Source: an optimization exercise on an open RTL-to-GDS flow (aim: small area). Production flows keep margins and buffers that such runs may drop.
The RTL was checked by simulation tests, not by an equivalence proof against the original design.
Power figures rest on the tool's default switching activity, not on a simulated workload.

==> inputs of harbor <==
Design idct_dequant_loader, start of the top module:
module idct_dequant_loader #(
   parameter int WIN   = 12,    
   parameter int WCOEF = 12,    
   parameter int WQ    = 8      
)
(
   input  logic                    clk,
   input  logic                    rst,
   input  logic                    s_valid,
   output logic                    s_ready,
   input  logic signed [WCOEF-1:0] s_coef,
   input  logic                    s_last,
   input  logic                    q_we,
   input  logic [5:0]              q_addr,
   input  logic [WQ-1:0]           q_data,
   output logic [64*WIN-1:0]       out_block,
   output logic                    out_valid,
   output logic [15:0]             blk_count
);
clock: 10.0 ns
lec_check: 0
cap_margin: 10
core_margin: 2
core_utilization: 70
cts_buf_list: sky130_fd_sc_hd__clkbuf_8
cts_cluster_diameter: 80
cts_cluster_size: 18
place_density: 0.72
slew_margin: 10
synth_hierarchical: 1
synth_minimum_keep_size: 0
standard.sh (not shown) runs the stock make flow with config.mk's settings and CLKGATE_MAP_FILE= SYNTH_SCRIPT=/design/flow/synth_recipe.tcl, a recipe that flattens the netlist after the stock synthesis.
==> flow/flow/run.sh <==
#!/bin/bash
# The standard layout (the standard.sh: standard synthesis, floorplan,
# placement, CTS, routing) with two knobs the flow settings do not reach:
# port buffers use the smallest buffer cell, and CTS inserts no dummy loads
# (clock tree: clkbuf_8, clusters of up to 18 sinks within 80 um).
set -euo pipefail
export BUFFER_PORTS_ARGS="-buffer_cell sky130_fd_sc_hd__buf_1"
export CTS_ARGS="-sink_clustering_enable -repair_clock_nets -buf_list sky130_fd_sc_hd__clkbuf_8 -sink_clustering_size 18 -sink_clustering_max_diameter 80 -dont_use_dummy_load"
bash standard.sh finish > standard_flow.log 2>&1
==> inputs of cedar, as changes to harbor <==
--- a/flow/design.v
+++ b/flow/design.v
@@ -115,15 +115,15 @@
          idct_sel8 u_row (.s (lo1h), .d (col), .y (rowv[b*8 + r]));
       end
       idct_sel8 u_fin (.s (hi1h), .d (rowv[b*8 +: 8]), .y (q_val[b]));
    end
    logic                   sgn;
    logic [WQ-1:0]          big;       
    logic                   ovf_big;
-   idct_mul_lo u_mul (.an (~s_coef), .bn (~q_val), .p (p_lo));
+   idct_mul_lo u_mul (.a (s_coef), .b (q_val), .p (p_lo));
    assign sgn  = s_coef[WCOEF-1];
    always_comb begin
       for (int j = 0; j < WQ; j++) begin
          big[j] = 1'b0;
          for (int i = 0; i < WCOEF-1; i++)
             if (i + 2 >= WIN + 1 - j)
                big[j] = big[j] | (s_coef[i] ^ sgn);
@@ -187,154 +187,154 @@
          out_valid <= pend;
          if (pend)
             blk_count <= blk_count + 16'd1;
       end
    end
 endmodule
 module idct_mul_lo (
-   input  logic [11:0] an,
-   input  logic [7:0] bn,
+   input  logic [11:0] a,
+   input  logic [7:0] b,
    output logic [11:0] p
 );
    logic n1;
-   assign n1 = !(an[0] | bn[0]);
+   assign n1 = a[0] & b[0];
    logic n2;
-   assign n2 = !(an[1] | bn[0]);
+   assign n2 = a[1] & b[0];
    logic n3;
-   assign n3 = !(an[2] | bn[0]);
+   assign n3 = a[2] & b[0];
    logic n4;
-   assign n4 = !(an[3] | bn[0]);
+   assign n4 = a[3] & b[0];
    logic n5;
-   assign n5 = !(an[4] | bn[0]);
+   assign n5 = a[4] & b[0];
    logic n6;
-   assign n6 = !(an[5] | bn[0]);
+   assign n6 = a[5] & b[0];
    logic n7;
-   assign n7 = !(an[6] | bn[0]);
+   assign n7 = a[6] & b[0];
    logic n8;
-   assign n8 = !(an[7] | bn[0]);
+   assign n8 = a[7] & b[0];
    logic n9;
-   assign n9 = !(an[8] | bn[0]);
+   assign n9 = a[8] & b[0];
    logic n10;
-   assign n10 = !(an[9] | bn[0]);
+   assign n10 = a[9] & b[0];
    logic n11;
-   assign n11 = !(an[10] | bn[0]);
+   assign n11 = a[10] & b[0];
    logic n12;
-   assign n12 = !(an[11] | bn[0]);
+   assign n12 = a[11] & b[0];
    logic n13;
-   assign n13 = !(an[0] | bn[1]);
+   assign n13 = a[0] & b[1];
    logic n14;
-   assign n14 = !(an[1] | bn[1]);
+   assign n14 = a[1] & b[1];
    logic n15;
-   assign n15 = !(an[2] | bn[1]);
+   assign n15 = a[2] & b[1];
    logic n16;
-   assign n16 = !(an[3] | bn[1]);
+   assign n16 = a[3] & b[1];
    logic n17;
-   assign n17 = !(an[4] | bn[1]);
+   assign n17 = a[4] & b[1];
    logic n18;
-   assign n18 = !(an[5] | bn[1]);
+   assign n18 = a[5] & b[1];
    logic n19;
-   assign n19 = !(an[6] | bn[1]);
+   assign n19 = a[6] & b[1];
    logic n20;
-   assign n20 = !(an[7] | bn[1]);
+   assign n20 = a[7] & b[1];
    logic n21;
-   assign n21 = !(an[8] | bn[1]);
+   assign n21 = a[8] & b[1];
    logic n22;
-   assign n22 = !(an[9] | bn[1]);
+   assign n22 = a[9] & b[1];
    logic n23;
-   assign n23 = !(an[10] | bn[1]);
+   assign n23 = a[10] & b[1];
    logic n24;
-   assign n24 = !(an[0] | bn[2]);
+   assign n24 = a[0] & b[2];
    logic n25;
-   assign n25 = !(an[1] | bn[2]);
+   assign n25 = a[1] & b[2];
    logic n26;
-   assign n26 = !(an[2] | bn[2]);
+   assign n26 = a[2] & b[2];
    logic n27;
-   assign n27 = !(an[3] | bn[2]);
+   assign n27 = a[3] & b[2];
    logic n28;
-   assign n28 = !(an[4] | bn[2]);
+   assign n28 = a[4] & b[2];
    logic n29;
-   assign n29 = !(an[5] | bn[2]);
+   assign n29 = a[5] & b[2];
    logic n30;
-   assign n30 = !(an[6] | bn[2]);
+   assign n30 = a[6] & b[2];
    logic n31;
-   assign n31 = !(an[7] | bn[2]);
+   assign n31 = a[7] & b[2];
    logic n32;
-   assign n32 = !(an[8] | bn[2]);
+   assign n32 = a[8] & b[2];
    logic n33;
-   assign n33 = !(an[9] | bn[2]);
+   assign n33 = a[9] & b[2];
    logic n34;
-   assign n34 = !(an[0] | bn[3]);
+   assign n34 = a[0] & b[3];
    logic n35;
-   assign n35 = !(an[1] | bn[3]);
+   assign n35 = a[1] & b[3];
    logic n36;
-   assign n36 = !(an[2] | bn[3]);
+   assign n36 = a[2] & b[3];
    logic n37;
-   assign n37 = !(an[3] | bn[3]);
+   assign n37 = a[3] & b[3];
    logic n38;
-   assign n38 = !(an[4] | bn[3]);
+   assign n38 = a[4] & b[3];
    logic n39;
-   assign n39 = !(an[5] | bn[3]);
+   assign n39 = a[5] & b[3];
    logic n40;
-   assign n40 = !(an[6] | bn[3]);
+   assign n40 = a[6] & b[3];
    logic n41;
-   assign n41 = !(an[7] | bn[3]);
+   assign n41 = a[7] & b[3];
    logic n42;
-   assign n42 = !(an[8] | bn[3]);
+   assign n42 = a[8] & b[3];
    logic n43;
-   assign n43 = !(an[0] | bn[4]);
+   assign n43 = a[0] & b[4];
    logic n44;
-   assign n44 = !(an[1] | bn[4]);
+   assign n44 = a[1] & b[4];
    logic n45;
-   assign n45 = !(an[2] | bn[4]);
+   assign n45 = a[2] & b[4];
    logic n46;
-   assign n46 = !(an[3] | bn[4]);
+   assign n46 = a[3] & b[4];
    logic n47;
-   assign n47 = !(an[4] | bn[4]);
+   assign n47 = a[4] & b[4];
    logic n48;
-   assign n48 = !(an[5] | bn[4]);
+   assign n48 = a[5] & b[4];
    logic n49;
-   assign n49 = !(an[6] | bn[4]);
+   assign n49 = a[6] & b[4];
    logic n50;
-   assign n50 = !(an[7] | bn[4]);
+   assign n50 = a[7] & b[4];
    logic n51;
-   assign n51 = !(an[0] | bn[5]);
+   assign n51 = a[0] & b[5];
    logic n52;
-   assign n52 = !(an[1] | bn[5]);
+   assign n52 = a[1] & b[5];
    logic n53;
-   assign n53 = !(an[2] | bn[5]);
+   assign n53 = a[2] & b[5];
    logic n54;
-   assign n54 = !(an[3] | bn[5]);
+   assign n54 = a[3] & b[5];
    logic n55;
-   assign n55 = !(an[4] | bn[5]);
+   assign n55 = a[4] & b[5];
    logic n56;
-   assign n56 = !(an[5] | bn[5]);
+   assign n56 = a[5] & b[5];
    logic n57;
-   assign n57 = !(an[6] | bn[5]);
+   assign n57 = a[6] & b[5];
    logic n58;
-   assign n58 = !(an[0] | bn[6]);
+   assign n58 = a[0] & b[6];
    logic n59;
-   assign n59 = !(an[1] | bn[6]);
+   assign n59 = a[1] & b[6];
    logic n60;
-   assign n60 = !(an[2] | bn[6]);
+   assign n60 = a[2] & b[6];
    logic n61;
-   assign n61 = !(an[3] | bn[6]);
+   assign n61 = a[3] & b[6];
    logic n62;
-   assign n62 = !(an[4] | bn[6]);
+   assign n62 = a[4] & b[6];
    logic n63;
-   assign n63 = !(an[5] | bn[6]);
+   assign n63 = a[5] & b[6];
    logic n64;
-   assign n64 = !(an[0] | bn[7]);
+   assign n64 = a[0] & b[7];
    logic n65;
-   assign n65 = !(an[1] | bn[7]);
+   assign n65 = a[1] & b[7];
    logic n66;
-   assign n66 = !(an[2] | bn[7]);
+   assign n66 = a[2] & b[7];
    logic n67;
-   assign n67 = !(an[3] | bn[7]);
+   assign n67 = a[3] & b[7];
    logic n68;
-   assign n68 = !(an[4] | bn[7]);
+   assign n68 = a[4] & b[7];
    logic n69;
    logic n70;
    idct_ha u_ha1 (.a(n7), .b(n18), .s(n69), .co(n70));
    logic n71;
    logic n72;
    idct_fa u_fa2 (.a(n8), .b(n19), .ci(n29), .s(n71), .co(n72));
    logic n73;
==> flow/flow/run.sh (replaced) <==
#!/bin/bash
# The standard layout (the standard.sh: standard synthesis, floorplan,
# placement, CTS, routing) with two knobs the flow settings do not reach:
# port buffers use the smallest buffer cell, and CTS inserts no dummy loads
# (clock tree: clkbuf_8, clusters of up to 16 sinks within 80 um).
set -euo pipefail
export BUFFER_PORTS_ARGS="-buffer_cell sky130_fd_sc_hd__buf_1"
export CTS_ARGS="-sink_clustering_enable -repair_clock_nets -buf_list sky130_fd_sc_hd__clkbuf_8 -sink_clustering_size 16 -sink_clustering_max_diameter 80 -dont_use_dummy_load"
bash standard.sh finish > standard_flow.log 2>&1
CORE_UTILIZATION = 76   (was 70)
CTS_CLUSTER_SIZE = 16   (was 18)
PLACE_DENSITY = 0.8   (was 0.72)
==> run summary <==
Measured in cells, the most critical reg-to-reg path has a length of 23. The post-route clock skew was 0.0545 ns; the number of buffers and inverters on the critical path was 2. The number of different library cells used by synthesis comes to 50. The flow ran to the end and the layout has no timing, DRC or antenna violations. The analysis attributes to cell leakage a power of 29.0 nW.

The global-route wire length before repair came out at 306,000 um. The clock network consumes a total of 3.79 mW. For the met2 demand-to-capacity share in global routing, the log shows 65.7%. The count of non-CTS inverters in the layout came out at 66. The met2 routed wirelength is 91,200 um, and the clock transition time at the flip-flop clock pins of the worst setup and hold paths is 0.09 ns.

The run gives 62.7% as the share of the yosys chip area belonging to registers. The critical hold path startpoint was g_buf[54].u_slot.g_bit[10].u_bit.q. In the post-synthesis netlist, the biggest area contributors are sky130_fd_sc_hd__dfxtp_1 (63%), sky130_fd_sc_hd__a22o_1 (27%), sky130_fd_sc_hd__a22oi_1 (3.4%), sky130_fd_sc_hd__fa_1 (1.3%), sky130_fd_sc_hd__nand4_1 (0.78%).
The numbers above come from cedar.

==> run summary <==
Global routing consumed, on the met2 layer, 60.1% of the routing resources. The worst register-to-register path has a depth of 24. The analysis attributes to cell leakage a power of 29.1 nW.

After layout, the inverter instance count without clock inverters stands at 91. In this run, power in flip-flops and latches comes to 8.59 mW. The met2 routed wirelength is 91,100 um, and the post-route clock skew is 0.0910 ns. The flow ran to the end and the layout has no timing, DRC or antenna violations. For the share of the yosys chip area belonging to registers, the log shows 62.7%. After synthesis, the netlist uses 51 different library cells. The first global-routing pass estimated 303,000 um of wire. By area the synthesized netlist is led by sky130_fd_sc_hd__dfxtp_1 (63%), sky130_fd_sc_hd__a22o_1 (27%), sky130_fd_sc_hd__a22oi_1 (3.4%), sky130_fd_sc_hd__fa_1 (1.3%), sky130_fd_sc_hd__nand4_1 (0.75%). Clock transition time at the flip-flop clock pins of the worst setup and hold paths: 0.12 ns. For this design, the sink count on the clock tree is 2,082. The critical hold path startpoint is g_buf[32].u_slot.g_bit[3].u_bit.q. The layout has 134 clock buffers. Yosys instantiated no cell more often than sky130_fd_sc_hd__dfxtp_1. The clock network consumes a total of 3.66 mW. Counting both buffers and inverters, the worst setup path holds a total of 3.
The numbers above come from harbor.

-- separate check: timing with driven ports --
The flow's constraints put no driver on any port. The routed layouts listed below were extracted and timed again, unchanged, in two steps.
Step 1 (the two cells are an assumption about what drives the block):
set clk [get_ports {clk}]
set_driving_cell -lib_cell sky130_fd_sc_hd__clkbuf_16 $clk
set_driving_cell -lib_cell sky130_fd_sc_hd__buf_2 [delete_from_list [all_inputs] $clk]
Step 2 adds t to the input delays and takes it off the output delays; t is the mean of the earliest and latest rising clock arrival at the registers after step 1. Input paths then give back, and output paths get back, about the clock's delay inside the block.
Slacks: ideal / step 1 / step 2; pairs: ideal / step 1.
run	shift t [ns]	slack for setup (ns)	clock arrival spread, ns
harbor	0.916	0.832 / 0.832 / 0.832	0.091 / 0.091
cedar	0.903	0.723 / 0.723 / 0.723	0.068 / 0.069
After both steps every run listed still meets setup and hold.
